This design comes from an exercise in tuning for small area, a short achievable clock period and few clock cycles per item on the open sky130 flow, not from production work. In this exercise RTL edits were held to simulation tests only and were not proved equivalent to the original.

// sha1_cumulative_part_digest
module sha1_cumulative_part_digest (
    input  wire logic        i_clk,
    input  wire logic        i_rst_n,
    input  wire logic        psel,
    input  wire logic        penable,
    input  wire logic        pwrite,
    input  wire logic [2:0]  paddr,
    input  wire logic [31:0] pwdata,
    output logic [31:0]      prdata,
    output logic             pready,
    input  wire logic        i_push,
    output logic             o_full,
    input  wire logic [63:0] i_data_word,
    input  wire logic [3:0]  i_bytes_valid,
    input  wire logic        i_last_of_file,
    output logic             o_empty,
    input  wire logic        i_pop,
    output logic [31:0]      o_hash_a,
    output logic [31:0]      o_hash_b,
    output logic [31:0]      o_hash_c,
    output logic [31:0]      o_hash_d,
    output logic [31:0]      o_hash_e,
    output logic [31:0]      o_part_number,
    output logic [60:0]      o_end_offset,
    output logic             o_is_final,
    output logic             o_status
);
Settings: LEC_CHECK=0, ABC_AREA=1, CAP_MARGIN=20, CORE_MARGIN=2, CORE_UTILIZATION=40, CTS_BUF_LIST=sky130_fd_sc_hd__clkbuf_4 sky130_fd_sc_hd__clkbuf_8, PLACE_DENSITY=0.6, SETUP_SLACK_MARGIN=5, SLEW_MARGIN=20; clock period 10.0 ns.
standard.sh (not shown) runs the stock make flow with config.mk's settings and CLKGATE_MAP_FILE= SYNTH_SCRIPT=/design/flow/synth_recipe.tcl, a recipe that flattens the netlist after the stock synthesis.
==> flow/flow/run.sh <==
#!/bin/bash
# Layout: the standard flow (standard.sh) with three changes to how cells are
# picked: synthesis leaves adders to ABC instead of mapping them onto the
# library's full- and half-adder cells (ADDER_MAP_FILE empty; registers are
# untouched), the port buffers are buf_1, the smallest buffer, and clock tree
# synthesis adds no dummy loads and uses clkbuf_4 only. make's output goes to flow_standard.log; each
# ORFS step keeps its own log under orfs/logs.
set -uo pipefail
export ADDER_MAP_FILE=
export BUFFER_PORTS_ARGS="-buffer_cell sky130_fd_sc_hd__buf_1"
export CTS_ARGS="-sink_clustering_enable -repair_clock_nets -dont_use_dummy_load -buf_list {sky130_fd_sc_hd__clkbuf_4}"
bash standard.sh > flow_standard.log 2>&1
Testbench counts at the start, summed over its fixed seeds: cycles 32,966, bytes 47,624.
Edit:
--- a/flow/design.v
+++ b/flow/design.v
@@ -176,14 +176,14 @@
     assign hp_sh = r_run && (r_c >= 6'd38) && (r_c <= 6'd40);
     assign hq_sh = r_run && (r_c >= 6'd39) && (r_c <= 6'd40);
     assign xp    = r_c40 ? r_a : {r_a[1:0], r_a[31:2]};
     assign xq    = r_c40 ? r_b : {r_b[1:0], r_b[31:2]};
     assign ivp   = (r_c == 6'd38) ? scpd_pkg::IV_E : ((r_c == 6'd39) ? scpd_pkg::IV_C : scpd_pkg::IV_A);
     assign ivq   = (r_c == 6'd39) ? scpd_pkg::IV_D : scpd_pkg::IV_B;
-    assign sp    = bk_add(r_f ? ivp : h[4], xp);
-    assign sq    = bk_add(r_f ? ivq : h[3], xq);
+    assign sp    = (r_f ? ivp : h[4]) + xp;
+    assign sq    = (r_f ? ivq : h[3]) + xq;
     function automatic logic [31:0] kof(input logic [1:0] ph);
         logic [31:0] k;
         unique case (ph)
             2'd0:    k = scpd_pkg::K0;
             2'd1:    k = scpd_pkg::K1;
             2'd2:    k = scpd_pkg::K2;
@@ -202,36 +202,12 @@
                 gg[i] = gg[i] | (pp[i] & gg[i-d]);
                 pp[i] = pp[i] & pp[i-d];
             end
         end
         ks_add = p ^ {gg[30:0], 1'b0};
     endfunction
-    function automatic logic [31:0] bk_add(input logic [31:0] x, input logic [31:0] y);
-        logic [31:0] g, p, gg, pp;
-        g  = x & y;
-        p  = x ^ y;
-        gg = g;
-        pp = p;
-        for (int d = 1; d < 32; d = d * 2) begin
-            for (int i = 2 * d - 1; i < 32; i = i + 2 * d) begin
-                gg[i] = gg[i] | (pp[i] & gg[i-d]);
-                pp[i] = pp[i] & pp[i-d];
-            end
-        end
-        for (int d = 8; d >= 1; d = d / 2) begin
-            for (int i = 3 * d - 1; i < 32; i = i + 2 * d) begin
-                gg[i] = gg[i] | (pp[i] & gg[i-d]);
-                pp[i] = pp[i] & pp[i-d];
-            end
-        end
-        bk_add = p ^ {gg[30:0], 1'b0};
-    endfunction
-    function automatic logic [31:0] bk_add3(input logic [31:0] x, input logic [31:0] y,
-                                            input logic [31:0] z);
-        bk_add3 = bk_add(x ^ y ^ z, {(x[30:0] & y[30:0]) | (x[30:0] & z[30:0]) | (y[30:0] & z[30:0]), 1'b0});
-    endfunction
     function automatic logic [31:0] fof(input logic ch, input logic maj, input logic [31:0] x,
                                         input logic [31:0] y, input logic [31:0] z);
         logic [31:0] f;
         if (ch)       f = (x & y) | (~x & z);
         else if (maj) f = (x & y) | (x & z) | (y & z);
         else          f = x ^ y ^ z;
@@ -264,14 +240,14 @@
         end else begin
             r_a  <= t2;
             r_b  <= t1;
             r_cc <= {r_a[1:0], r_a[31:2]};
             r_d  <= {r_b[1:0], r_b[31:2]};
         end
-        r_ekw  <= bk_add3(c41 ? lb[4] : r_cc, kn, w[2]);
-        r_ekw1 <= bk_add3(c41 ? lb[3] : {r_b[1:0], r_b[31:2]}, kn, w[3]);
+        r_ekw  <= (c41 ? lb[4] : r_cc) + kn + w[2];
+        r_ekw1 <= (c41 ? lb[3] : {r_b[1:0], r_b[31:2]}) + kn + w[3];
         if (hp_sh) begin
             h[0] <= sp;
             h[2] <= h[0];
             h[4] <= h[2];
         end
         if (hq_sh) begin
Sequential cell count is unchanged.
Cell count goes up by 2.7%.
Cell area went up by 2.3%.
Worst setup slack is worse by 0.034 ns.
Maximum frequency shrinks by 0.71%.
Non-clock buffer count falls by 6.
Area after synthesis grows by 2.3%.
Register-to-register slack degrades by 0.13 ns.
Wire length went up by 7.3%.
Die area came out higher by 2.3%.
Testbench counts after the change, summed over its fixed seeds: cycles 32,966, bytes 47,624.

---

lane 1:
sha1_cumulative_part_digest, a different RTL version from the one above (not shown whole).
For scale: about 400 I/O pins.
Settings: LEC_CHECK=0, ABC_AREA=1, CAP_MARGIN=20, CORE_MARGIN=2, CORE_UTILIZATION=40, CTS_BUF_LIST=sky130_fd_sc_hd__clkbuf_4 sky130_fd_sc_hd__clkbuf_8, PLACE_DENSITY=0.6, SETUP_SLACK_MARGIN=5, SLEW_MARGIN=20; clock period 10.0 ns.
run.sh (not shown) runs the stock make flow with config.mk's settings and CLKGATE_MAP_FILE= SYNTH_SCRIPT=/design/flow/synth_recipe.tcl, a recipe that flattens the netlist after the stock synthesis.
Stock flow here: none of the scripts above is used.
Lane 1 went all the way through synthesis, placement and routing and the layout is clean on timing, DRC and antenna.
Testbench counts of lane 1, summed over its fixed seeds: cycles 32,966, bytes 47,624.
[inputs] lane 2 vs lane 1
--- a/flow/design.v
+++ b/flow/design.v
@@ -176,81 +176,57 @@
     assign sched = r_run && (r_c < 6'd32);
     assign lb[0] = r_f ? scpd_pkg::IV_A : h[0];
     assign lb[1] = r_f ? scpd_pkg::IV_B : h[1];
     assign lb[2] = r_f ? scpd_pkg::IV_C : h[2];
     assign lb[3] = r_f ? scpd_pkg::IV_D : h[3];
     assign lb[4] = r_f ? scpd_pkg::IV_E : h[4];
     assign hp_sh = r_run && (r_c >= 6'd38) && (r_c <= 6'd40);
     assign hq_sh = r_run && (r_c >= 6'd39) && (r_c <= 6'd40);
     assign xp    = (r_c == 6'd40) ? r_a : {r_a[1:0], r_a[31:2]};
     assign xq    = (r_c == 6'd40) ? r_b : {r_b[1:0], r_b[31:2]};
     assign ivp   = (r_c == 6'd38) ? scpd_pkg::IV_E : ((r_c == 6'd39) ? scpd_pkg::IV_C : scpd_pkg::IV_A);
     assign ivq   = (r_c == 6'd39) ? scpd_pkg::IV_D : scpd_pkg::IV_B;
-    assign sp    = bk_add(r_f ? ivp : h[4], xp);
-    assign sq    = bk_add(r_f ? ivq : h[3], xq);
+    assign sp    = (r_f ? ivp : h[4]) + xp;
+    assign sq    = (r_f ? ivq : h[3]) + xq;
     function automatic logic [31:0] kof(input logic [1:0] ph);
         logic [31:0] k;
         unique case (ph)
             2'd0:    k = scpd_pkg::K0;
             2'd1:    k = scpd_pkg::K1;
             2'd2:    k = scpd_pkg::K2;
             default: k = scpd_pkg::K3;
         endcase
         kof = k;
     endfunction
     function automatic logic [31:0] ks_add(input logic [31:0] x, input logic [31:0] y);
         logic [31:0] g, p, gg, pp;
         g  = x & y;
         p  = x ^ y;
         gg = g;
         pp = p;
         for (int d = 1; d < 32; d = d * 2) begin
             for (int i = 31; i >= d; i--) begin
                 gg[i] = gg[i] | (pp[i] & gg[i-d]);
                 pp[i] = pp[i] & pp[i-d];
             end
         end
         ks_add = p ^ {gg[30:0], 1'b0};
     endfunction
-    function automatic logic [31:0] bk_add(input logic [31:0] x, input logic [31:0] y);
-        logic [31:0] g, p, gg, pp;
-        g  = x & y;
-        p  = x ^ y;
-        gg = g;
-        pp = p;
-        for (int d = 1; d < 32; d = d * 2) begin
-            for (int i = 2 * d - 1; i < 32; i = i + 2 * d) begin
-                gg[i] = gg[i] | (pp[i] & gg[i-d]);
-                pp[i] = pp[i] & pp[i-d];
-            end
-        end
-        for (int d = 8; d >= 1; d = d / 2) begin
-            for (int i = 3 * d - 1; i < 32; i = i + 2 * d) begin
-                gg[i] = gg[i] | (pp[i] & gg[i-d]);
-                pp[i] = pp[i] & pp[i-d];
-            end
-        end
-        bk_add = p ^ {gg[30:0], 1'b0};
-    endfunction
-    function automatic logic [31:0] bk_add3(input logic [31:0] x, input logic [31:0] y,
-                                            input logic [31:0] z);
-        bk_add3 = bk_add(x ^ y ^ z, {(x[30:0] & y[30:0]) | (x[30:0] & z[30:0]) | (y[30:0] & z[30:0]), 1'b0});
-    endfunction
     function automatic logic [31:0] fof(input logic ch, input logic maj, input logic [31:0] x,
                                         input logic [31:0] y, input logic [31:0] z);
-        logic [31:0] u, p, q;
-        u   = y ^ z;
-        q   = u & (x | {32{!(ch || maj)}});
-        p   = ch ? z : (maj ? (y & z) : x);
-        fof = p ^ q;
+        logic [31:0] f;
+        if (ch)       f = (x & y) | (~x & z);
+        else if (maj) f = (x & y) | (x & z) | (y & z);
+        else          f = x ^ y ^ z;
+        fof = f;
     endfunction
     assign kn   = c41 ? scpd_pkg::K0 : kof(r_phn);
     assign f1   = fof(r_fch, r_fmaj, r_b, r_cc, r_d);
     assign f2   = fof(r_fch, r_fmaj, r_a, {r_b[1:0], r_b[31:2]}, r_cc);
     assign t1   = {r_a[26:0], r_a[31:27]} + f1 + r_ekw;
     assign z2   = f2 + r_ekw1;
     assign t2   = ks_add({t1[26:0], t1[31:27]}, z2);
     assign wn0  = {w[13][30:0] ^ w[8][30:0] ^ w[2][30:0] ^ w[0][30:0],
                    w[13][31] ^ w[8][31] ^ w[2][31] ^ w[0][31]};
     assign wn1  = {w[14][30:0] ^ w[9][30:0] ^ w[3][30:0] ^ w[1][30:0],
                    w[14][31] ^ w[9][31] ^ w[3][31] ^ w[1][31]};
     always_ff @(posedge i_clk) begin
@@ -264,26 +240,26 @@
         end
         if (c41) begin
             r_a  <= lb[0];
             r_b  <= lb[1];
             r_cc <= lb[2];
             r_d  <= lb[3];
         end else begin
             r_a  <= t2;
             r_b  <= t1;
             r_cc <= {r_a[1:0], r_a[31:2]};
             r_d  <= {r_b[1:0], r_b[31:2]};
         end
-        r_ekw  <= bk_add3(c41 ? lb[4] : r_cc, kn, w[2]);
-        r_ekw1 <= bk_add3(c41 ? lb[3] : {r_b[1:0], r_b[31:2]}, kn, w[3]);
+        r_ekw  <= (c41 ? lb[4] : r_cc) + kn + w[2];
+        r_ekw1 <= (c41 ? lb[3] : {r_b[1:0], r_b[31:2]}) + kn + w[3];
         if (hp_sh) begin
             h[0] <= sp;
             h[2] <= h[0];
             h[4] <= h[2];
         end
         if (hq_sh) begin
             h[1] <= sq;
             h[3] <= h[1];
         end
     end
     logic popping, commit;
     assign popping = i_pop && r_oshown;
Notes after the runs:
Summary of lane 2 over lane 1: via count grew by about 7%, total number of cells along the worst setup path shrank by 28%.
Lane 2 vs. lane 1: global-route usage over all layers went up by 2.2 points.
Between lane 1 and lane 2, the flow reports wire length of the first global-routing pass increasing by more than 10%.
Status: multiplexer share of the synthesized area parity (lane 2, lane 1)
Testbench counts of lane 2, summed over its fixed seeds: cycles 32,966, bytes 47,624.

## re-timing with driven ports
No port has a modelled driver above. Below, the same layouts with a new extraction and two added sets of constraints.
Step 1: set_driving_cell puts a clkbuf_16 on i_clk and a buf_2 on each other input, an assumption about the parent block.
Step 2 moves the port delays by t, midway between the first and last clock arrival at a register: inputs arrive t later, outputs are due t later. That takes back most of the time a late clock gives input paths.
Slacks: ideal / step 1 / step 2; pairs: ideal / step 1.
run | shift t [ns] | setup slack, ns | hold slack, ns | latest minus earliest clock arrival (ns) | worst data-port slew with drivers (ns)
the first run of note 1 | 1.310 | 5.216 / 5.142 / 4.664 | 0.252 / 0.252 / 0.252 | 0.164 / 0.163 | 0.11
the second run of note 1 | 1.307 | 5.181 / 5.144 / 4.229 | 0.238 / 0.238 / 0.238 | 0.108 / 0.108 | 0.09
lane 1 | 0.990 | 4.817 / 4.817 / 4.191 | 0.286 / 0.286 / 0.286 | 0.054 / 0.054 | 0.09
lane 2 | 0.997 | 5.001 / 4.951 / 4.755 | 0.292 / 0.292 / 0.292 | 0.080 / 0.080 | 0.09
After both steps setup and hold are still met in every run listed. The setup slack of the second run of note 1, which loses most, moves by -0.037 ns with the drivers and by -0.952 ns with both steps.
